This design comes from an exercise in tuning for small area, a short achievable clock period and few clock cycles per item on the open sky130 flow, not from production work. Function was checked by simulation only, so behaviour that the tests miss may differ from the original. Power and IR drop assume default switching activity.

==> flow/design.v, too long to show whole: its modules and the start of the top module <==
// module fullAdd: 10 lines
// module ppNor: 7 lines
// module boothSel: 10 lines
// module halfAdd: 9 lines
// module aluTop: 2441 lines
module aluTop (
	input  logic        clk,
	input  logic        rstN,
	input  logic        start,
	input  logic [15:0] a,
	input  logic [15:0] b,
	input  logic [3:0]  op,
	output logic        done,
	output logic [31:0] result,
	output logic [1:0]  error
);
  // ...
==> flow/flow/run.sh <==
#!/bin/bash
# Standard ORFS layout with these changes to how it is made (the clock period and
# the constraints are unchanged):
#  - the resizer's setup repair aims for a margin below the clock period;
#  - clock tree synthesis clusters more sinks per buffer and adds no dummy loads;
#  - the port buffers start as buf_2 (the resizer may still size them).
set -euo pipefail
export SETUP_SLACK_MARGIN=21.3
export CTS_ARGS="-sink_clustering_enable -repair_clock_nets -sink_clustering_size 30 -sink_clustering_max_diameter 80 -dont_use_dummy_load"
export BUFFER_PORTS_ARGS="-buffer_cell sky130_fd_sc_hd__buf_2"
bash standard.sh > standard_flow.log 2>&1
==> flow/standard.sh <==
#!/bin/bash
# synth_recipe.tcl (not shown) runs the flow's synth.tcl, then flattens the netlist and writes it again
# the make line also repeats each setting of config.mk as NAME=value (left out here)
make -C /OpenROAD-flow-scripts/flow DESIGN_CONFIG=/design/flow/config.mk WORK_HOME=/design/flow/orfs CLKGATE_MAP_FILE= SYNTH_SCRIPT=/design/flow/synth_recipe.tcl "${@:-finish}"
==> flow/config.mk <==
export PLATFORM = sky130hd
export DESIGN_NAME = aluTop
export DESIGN_NICKNAME = aluTop
export VERILOG_FILES = /design/flow/design.v
export SDC_FILE = /design/flow/constraint.sdc
export NUM_CORES = 4
export LEC_CHECK = 0
export ABC_AREA = 1
export CAP_MARGIN = 20
export CORE_MARGIN = 2
export CORE_UTILIZATION = 65
export SLEW_MARGIN = 20
export SYNTH_HIERARCHICAL = 1
export SYNTH_MINIMUM_KEEP_SIZE = 0
==> flow/constraint.sdc <==
create_clock -name core_clock -period 28.0 [get_ports {clk}]
set_input_delay 5.6000 -clock core_clock [delete_from_list [all_inputs] [get_ports {clk}]]
set_output_delay 5.6000 -clock core_clock [all_outputs]
set_load 0.01 [all_outputs]
==> impl_results.md, run 1 <==
- CP Launch Type: flip-flop
- Std cell rows: 63
- Syn nets: between 2000 and 3000
- Fill count: about 2400
- Switching part of the total: 48.00%
- Final setup viols: 0
- Worst Path Max Fanout: 1
- CTS resizes: 9
- Fraction of area in multi-input gates: 67.76%
- Synth cell types: 50
- Crit-path max cell delay: around 0.36 ns
- Initial antenna violation count: 0
- Commonest non-fill, non-tap cells in the layout: nand2_1, nor2_1, inv_1
- Commonest non-fill, non-tap cell in the layout: nand2_1
- Total Power: 0.001651 W
- Reg-to-Reg End: r2[1]
- Antenna cells: 1
- Status: no timing/DRC/antenna violations
- RSZ-0062 raised after global routing: no
- Multi-input logic area: about 0.014 mm^2
- CP endpoint: result[5]
- Post-route ant nets: 0
- Setup WS post-layout: between 20 and 25 ns
- Crit path launch: result[5]
- Most frequent cell after synthesis: nand2_1
- Critical Path, Cell by Cell: buf_2
- Vias in the first global route: roughly 17000
- Final Hold Fails: 0
- Hold crit path type: flip-flop to flip-flop
- Area grow syn2layout: 8.023%
- Mean Syn Cell Area: 8.138 um^2
Testbench counts, summed over its fixed seeds: cycles 8,032, items 8,000.
==> run 2, diff against run 1 <==
--- a/flow/flow/run.sh
+++ b/flow/flow/run.sh
@@ -7,3 +7,3 @@
 set -euo pipefail
-export SETUP_SLACK_MARGIN=21.3
+export SETUP_SLACK_MARGIN=21.4
 export CTS_ARGS="-sink_clustering_enable -repair_clock_nets -sink_clustering_size 30 -sink_clustering_max_diameter 80 -dont_use_dummy_load"
==> impl_results.md, run 2 <==
- Vias in the first global route: 16800 (+0.030%)
- CP Buf/Inv Count: 1
- Core area: about 0.030 mm^2
- Ports: 74
- CP Launch Type: flip-flop
- All-Layer GR Usage: around a third
- Hold crit path type: flip-flop to flip-flop
- Syn nets: 2876 (unchanged)
- Sequential fraction of the synthesis area: around a fifth
- Crit-path max cell delay: 0.34 ns (-0.02 ns)
- Area grow syn2layout: 8.591%
- Slew Limit Fails: 0
- Max cap viols: 0
- Final Hold Fails: 0 (unchanged)
- Hold_sp: q1[15]
- Worst skew pair latency: about 0.51 ns
- Type of the worst setup path: flip-flop to output pin
- Peak Freq: ~150 MHz
- Fill count: 2435 (-0.33%)
- Yosys reg bits: roughly 210
- Synth cell types: 50 (unchanged)
- Commonest non-fill, non-tap cell in the layout: nand2_1
- Status: no timing/DRC/antenna violations
- R2r setup slk: around 22 ns
- Die X: ~180 um
- Cell area power density: between 70 and 80 mW/mm^2
- Setup TNS: 0 ns
- Number of H-tree levels: 1
- Area of the mapped netlist: around 0.020 mm^2
- Period utilization: 23.44%
- Hold Slack: between 0.3 and 0.4 ns
- Yosys top cell by area: fa_1
- DR iter-0 viols: a little under 1000
- Leakage power: around 11 nW
- Post-synth top cells: nand2_1, nor2_1, inv_1, fa_1, dfxtp_1
- Initial antenna violation count: 0 (unchanged)
- Share of cells above drive strength 1: roughly 11%
- Post-Place Cells: between 2000 and 3000
- Yosys warning count: 7
- Synth area leaders: fa_1, dfxtp_1, ha_1
- R2R cell count: 38
- Die area: ~0.032 mm^2
- Most flops, register: result
- RSZ-0062 raised after global routing: no
- Skew final: 0.05067 ns
- Number of port buffers: 73
- Worst-margin pin slew: around 1 ns
- Critical Path End Type: output pin
- Top FF cell, synth: dfxtp_1
- WHS Endpoint: q2[11]
- Worst VDD drop: ~0.075 mV
- Post-synthesis cell count: around 2400
- Final Critical Period: between 6 and 7 ns
- Slowest-stage cell, CP: dfxtp_2
- Chip Height: 177.7 um
- Commonest non-fill, non-tap cells in the layout: nand2_1, nor2_1, inv_1
- Most frequent cell after synthesis: nand2_1
- Worst Path Max Fanout: 1 (unchanged)
- Slew headroom: between 30 and 40%
- Reg-to-Reg End: r3[9]
- CTS buffer count: 16
- Starting Density: about two thirds
- Clock transition at path regs: 0.10 ns
- Setup WS post-layout: 21.44 ns (+0.04840 ns)
- TritonCTS clock tree: built
- Number of synthesized flops with an enable pin: 0
- Synth top area share: 24.61%
- Pin count of the biggest net entering global routing: 31
- Clk buf depth: 3
- Final setup viols: 0 (unchanged)
- Worst slack, placed: 20.93 ns
- Max reg flops: 32
- WL per Instance: 17.42 um
- Post-route ant nets: 0 (unchanged)
- DR vias/cell: 5.722
- Fraction of registers with async set or reset after synthesis: 0%
- Gpl congestion: between 0.9 and 1
- Hold depth: 0
- DRT Wirelength: between 50 and 60 mm
- DR DRC count: 0
- Critical Path, Cell by Cell: buf_2
- Fin area: ~0.021 mm^2
- Root Buffer: clkbuf_16
- Vias: 16630
- Reg2Reg Launch Point: b2[0]
- Global-route wire length before repair: slightly above 80 mm
- Nets@finish: between 2000 and 3000
- Post-detail-place hpwl: 39.24 mm
- Drt first pass iters: 6
- Clk sink count: 209
- Multi-input logic area: 0.01441 mm^2 (+0.41%)
- Reg area: ~0.0042 mm^2
- DP Area: 0.02041 mm^2
- Final non-filler cell total: roughly 2900
- Worst path top cell family by delay: flip-flops
- Mean Syn Cell Area: 8.138 um^2 (unchanged)
- Worst Path Arrival: 0.96 ns
- WP data required: around 22 ns
- GR Overflow Total: 0
- Std cell rows: 63 (unchanged)
==> run 2: cell counts after synthesis <==
No cell type changed its count.
==> run 2: per-module statistics from Yosys, one instance, submodules excluded <==
module | copies in the design | flip-flops and latches | cells
halfAdd | 15 | 0 | 1
fullAdd | 195 | 0 | 1
ppNor | 256 | 0 | 1
aluTop | 1 | 209 | 1943
==> run 2: final cells by class <==
class | count | area share (%)
multi-input combinational | 1890 | 67.69
sequential | 209 | 19.80
inverter | 289 | 5.149
timing repair buffer | 111 | 3.144
tap | 390 | 2.292
clock buffer | 16 | 1.881
timing repair inverter | 1 | 0.03527
antenna | 1 | 0.01176
==> run 2: logic make-up (layout without fill, tap and decap cells) <==
family | count (synthesis) | after routing | share of synthesized area (%)
compound gates | 255 | 255 | 7.442
buf+inv | 312 | 417 | 6.357
fa+ha+maj | 428 | 428 | 36.55
simple gates | 1120 | 1122 | 24.51
other cells | 0 | 1 | 0
flops | 209 | 209 | 21.34
xor+xnor | 85 | 85 | 3.798
==> run 2: layer usage <==
metal / vias up / track usage, % / routed length (um)
li1: 7922 / - / -
met3: 162 / 4.584 / 3357
met1: 7952 / 38.93 / 19710
met4: 0 / 11.95 / 2036
met2: 598 / 59.14 / 25540
met5: - / 0 / 0
==> run 2: worst max path at each step <==
| stage | startpoint | to | slack, ns | cells past startpoint |
|---|---|---|---|---|
| after CTS | result[15] | result[15] | 21.41 | 1 |
| after global routing | b0[0] | r1[0] | 21.35 | 42 |
| after floorplan | a[15] | r0 | 21.66 | 6 |
| final | result[14] | result[14] | 21.44 | 1 |
| after global placement | b[12] | r0 | 21.00 | 5 |
| after detailed placement | b1[1] | r2[2] | 20.93 | 39 |
==> run 2: timing repair <==
item / in CTS / in global routing
setup buffers: 0 / 23
hold buffers: 0 / 0
gates resized for setup: 19 / 67
setup endpoints to repair: 49 / 55
gates cloned: 0 / 3
pin swaps: 0 / 17
==> run 2: through the flow <==
step,power [W],util [%]
2_1_floorplan,0.001180,-
3_3_place_gp,0.001382,68.87
3_5_place_dp,0.001434,68.87
4_1_cts,0.001647,70.34
5_1_grt,0.001827,71.82
6_report,0.001656,71.83
==> run 2: power by group <==
part | internal (W) | switching, W
Combinational | 0.000435 | 0.000668
Clock | 0.000101 | 0.000105
Sequential | 0.000326 | 0.0000210
Total | 0.000862 | 0.000794
==> run 3, diff against run 2 <==
--- a/flow/flow/run.sh
+++ b/flow/flow/run.sh
@@ -3,3 +3,3 @@
 # the constraints are unchanged):
-#  - the resizer's setup repair aims for a margin below the clock period;
+#  - the resizer's setup repair aims for a margin below the clock period, by sizing only;
 #  - clock tree synthesis clusters more sinks per buffer and adds no dummy loads;
@@ -8,2 +8,3 @@
 export SETUP_SLACK_MARGIN=21.4
+export SETUP_MOVE_SEQUENCE="unbuffer,size_down,sizeup,swap"
 export CTS_ARGS="-sink_clustering_enable -repair_clock_nets -sink_clustering_size 30 -sink_clustering_max_diameter 80 -dont_use_dummy_load"
==> impl_results.md, run 3 <==
- Fill count: 2433 (-0.082%)
- Layout Utilization: 71.69% (-0.14 points)
- Top FF cell, synth: dfxtp_1
- Slew headroom: 32.09% (-0.28 points)
- Post-route ant nets: 0 (unchanged)
- Vias in the first global route: 16800 (unchanged)
- Mean Syn Cell Area: 8.138 um^2 (unchanged)
- Final setup viols: 0 (unchanged)
- Area grow syn2layout: 8.387%
- Gpl congestion: 0.9402 (unchanged)
- Most frequent cell after synthesis: nand2_1
- Status: no timing/DRC/antenna violations
- CP Buf/Inv Count: 1 (unchanged)
- Yosys warning count: 7 (unchanged)
- Chip Height: 177.7 um (unchanged)
- Most flops, register: result
- Hold Slack: 0.3030 ns (+0.0003590 ns)
- Syn nets: 2876 (unchanged)
- Vias: 16510 (-0.73%)
- Drt first pass iters: 5 (-1)
- Worst-margin pin slew: 1.017 ns (+0.004158 ns)
- Std cell rows: 63 (unchanged)
- Leakage power: 10.93 nW (-0.73%)
- Worst skew pair latency: 0.51 ns (about the same)
- Final non-filler cell total: 2881 (-0.89%)
- Skew final: 0.04987 ns (-0.0007996 ns)
- Worst slack, placed: 20.93 ns (unchanged)
- Yosys reg bits: 209 (unchanged)
- R2r setup slk: 21.68 ns (-0.11 ns)
- DR DRC count: 0 (unchanged)
- Number of synthesized flops with an enable pin: 0 (unchanged)
- Worst Path Max Fanout: 1 (unchanged)
- Area of the mapped netlist: 0.01960 mm^2 (unchanged)
- Clock transition at path regs: 0.10 ns (about the same)
- Slew Limit Fails: 0 (unchanged)
- Die X: 177.7 um (unchanged)
- Period utilization: 23.45% (about the same)
- Setup WS post-layout: 21.43 ns (-0.002600 ns)
- Cell area power density: 77.86 mW/mm^2 (+0.11%)
- Fraction of registers with async set or reset after synthesis: 0% (unchanged)
- Post-detail-place hpwl: 39.24 mm (unchanged)
- CP Launch Type: flip-flop
- Buffers inserted by post-CTS timing repair: 0 (unchanged)
- Final Hold Fails: 0 (unchanged)
- Max cap viols: 0 (unchanged)
- Number of H-tree levels: 1 (unchanged)
- Global-route wire length before repair: 81.15 mm (unchanged)
- Crit-path max cell delay: 0.35 ns (about the same)
- Hold crit path type: flip-flop to flip-flop
- Critical Path, Cell by Cell: buf_2
- Die area: 0.03156 mm^2 (unchanged)
- Starting Density: 66.14% (unchanged)
- Nets@finish: 2959 (-0.87%)
- Max reg flops: 32 (unchanged)
- Post-Place Cells: 2864 (unchanged)
- Worst VDD drop: 0.07536 mV (+1.0%)
- Synth area leaders: fa_1, dfxtp_1, ha_1
- DR vias/cell: 5.732 (+0.17%)
- Commonest non-fill, non-tap cells in the layout: nand2_1, nor2_1, inv_1
- Number of port buffers: 73 (unchanged)
- Critical Path End Type: output pin
- Commonest non-fill, non-tap cell in the layout: nand2_1
- DR iter-0 viols: 919 (-5.6%)
- Worst path top cell family by delay: flip-flops
- TritonCTS clock tree: built
- Share of cells above drive strength 1: 11.04% (+0.15 points)
- DRT Wirelength: 50.52 mm (-0.26%)
- Ports: 74 (unchanged)
- WP data required: 22.40 ns (about the same)
- Type of the worst setup path: flip-flop to output pin
- Worst Path Arrival: 0.97 ns (about the same)
- Synth top area share: 24.61% (unchanged)
- Setup TNS: 0 ns (unchanged)
- Root Buffer: clkbuf_16
- WL per Instance: 17.54 um (+0.64%)
- Post-synthesis cell count: 2409 (unchanged)
- Synth cell types: 50 (unchanged)
- Clk sink count: 209 (unchanged)
- All-Layer GR Usage: 32.51% (unchanged)
- Peak Freq: 152.3 MHz (about the same)
- Initial antenna violation count: 0 (unchanged)
- Core area: 0.02964 mm^2 (unchanged)
- Final Critical Period: 6.566 ns (+0.002600 ns)
- Clk buf depth: 3 (unchanged)
- RSZ-0062 raised after global routing: no
- Yosys top cell by area: fa_1
- Post-synth top cells: nand2_1, nor2_1, inv_1, fa_1, dfxtp_1
- Sequential fraction of the synthesis area: 21.34% (unchanged)
- Slowest-stage cell, CP: dfxtp_1
- GR Overflow Total: 0 (unchanged)
- CTS buffer count: 16 (unchanged)
- Pin count of the biggest net entering global routing: 31 (unchanged)
## run 3: cell count changes in the layout (fill, tap and decap cells not counted), sizes merged
cell / previous run / this run
buf: 111 / 88
clkinvlp: 2 / 1
nand2: 506 / 504
clkinv: 1 / 0
inv: 287 / 288
## run 3: final cells by class
type | count | area, um^2 | area share, %
Tap cell | 390 | 488.0 | 2.297
Inverter | 289 | 1106 | 5.206
Sequential cell | 209 | 4229 | 19.90
Antenna cell | 1 | 2.502 | 0.01178
Multi-Input combinational cell | 1888 | 14530 | 68.36
Clock buffer | 16 | 400.4 | 1.884
Timing Repair Buffer | 88 | 496.7 | 2.338
## run 3: metrics by stage
| stage | total power (W) | area (um^2) |
|---|---|---|
| floorplan | 0.001180 | 19600 |
| global placement | 0.001382 | 20410 |
| detailed placement | 0.001434 | 20410 |
| CTS | 0.001647 | 20850 |
| global route | 0.001824 | 21250 |
| finish | 0.001654 | 21250 |
## run 3: cells by family (layout without fill, tap and decap cells)
logic type               after synthesis  count (layout)  share of synthesized area [%]
AO/OA/AOI/OAI                        255             255                          7.442
XOR/XNOR                              85              85                          3.798
adder cells (fa/ha/maj)              428             428                          36.55
buffers and inverters                312             393                          6.357
flip-flops                           209             209                          21.34
other                                  0               1                              0
AND/OR/NAND/NOR                     1120            1120                          24.51
## run 3: timing repair
item,4_1_cts,5_1_grt
setup endpoints to repair,49,55
hold buffers,0,0
pin swaps,0,40
gates resized for setup,27,224
## run 3: report_power, final
| group | total (W) | internal [W] | switching (W) |
|---|---|---|---|
| Sequential | 0.000347 | 0.000325 | 0.0000212 |
| Combinational | 0.00110 | 0.000433 | 0.000668 |
| Clock | 0.000207 | 0.000102 | 0.000105 |
## run 3: final timing paths
kind	startpoint	to	depth (start not counted)
worst max register to register	b0[0]	r1[5]	42
worst min-delay path	q1[15]	q2[11]	0
worst max-delay path	result[1]	result[1]	1
worst min register to register	q1[15]	q2[11]	0
## run 3: modules after synthesis, one instance, submodules excluded
module	cells	times used	flops+latches	cell area, um^2
halfAdd	1	15	0	12.51
ppNor	1	256	0	3.754
aluTop	1943	1	209	14550
fullAdd	1	195	0	20.02
## run 3: routing by layer
layer  vias to the layer above  global-route usage [%]  part of all wire (%)  wire (um)
met1                      7939                   38.93                    40      20010
met2                       562                   59.14                    51      25790
met4                         0                   11.95                   3.5       1744
met3                       146                   4.584                   5.9       2974
li1                       7866                       -                     -          -
met5                         -                       0                     0          0

==> separate check: timing with driven ports <==
How much do the figures lean on ideal ports? The routed layouts below were timed once more, with nothing changed but the port constraints. Step 1 assumes that a clkbuf_16 drives the clock port and a buf_2 every other input. Step 2 moves the port delays by t, midway between the first and last clock arrival at a register: inputs arrive t later, outputs are due t later. That takes back most of the time a late clock gives input paths. Slacks: no drivers / after step 1 / after step 2; pairs: no drivers / after step 1.
run | t, ns | setup WS [ns] | worst setup path at the end
run 1 | 0.539 | 21.389 / 21.337 / 21.059 | input to register
run 2 | 0.539 | 21.437 / 21.384 / 21.089 | input to register
run 3 | 0.539 | 21.434 / 21.381 / 21.082 | input to register
After both steps setup and hold are still met in every run listed. For run 3, which loses most, drivers alone change the setup slack by -0.053 ns; drivers and shift together by -0.352 ns.
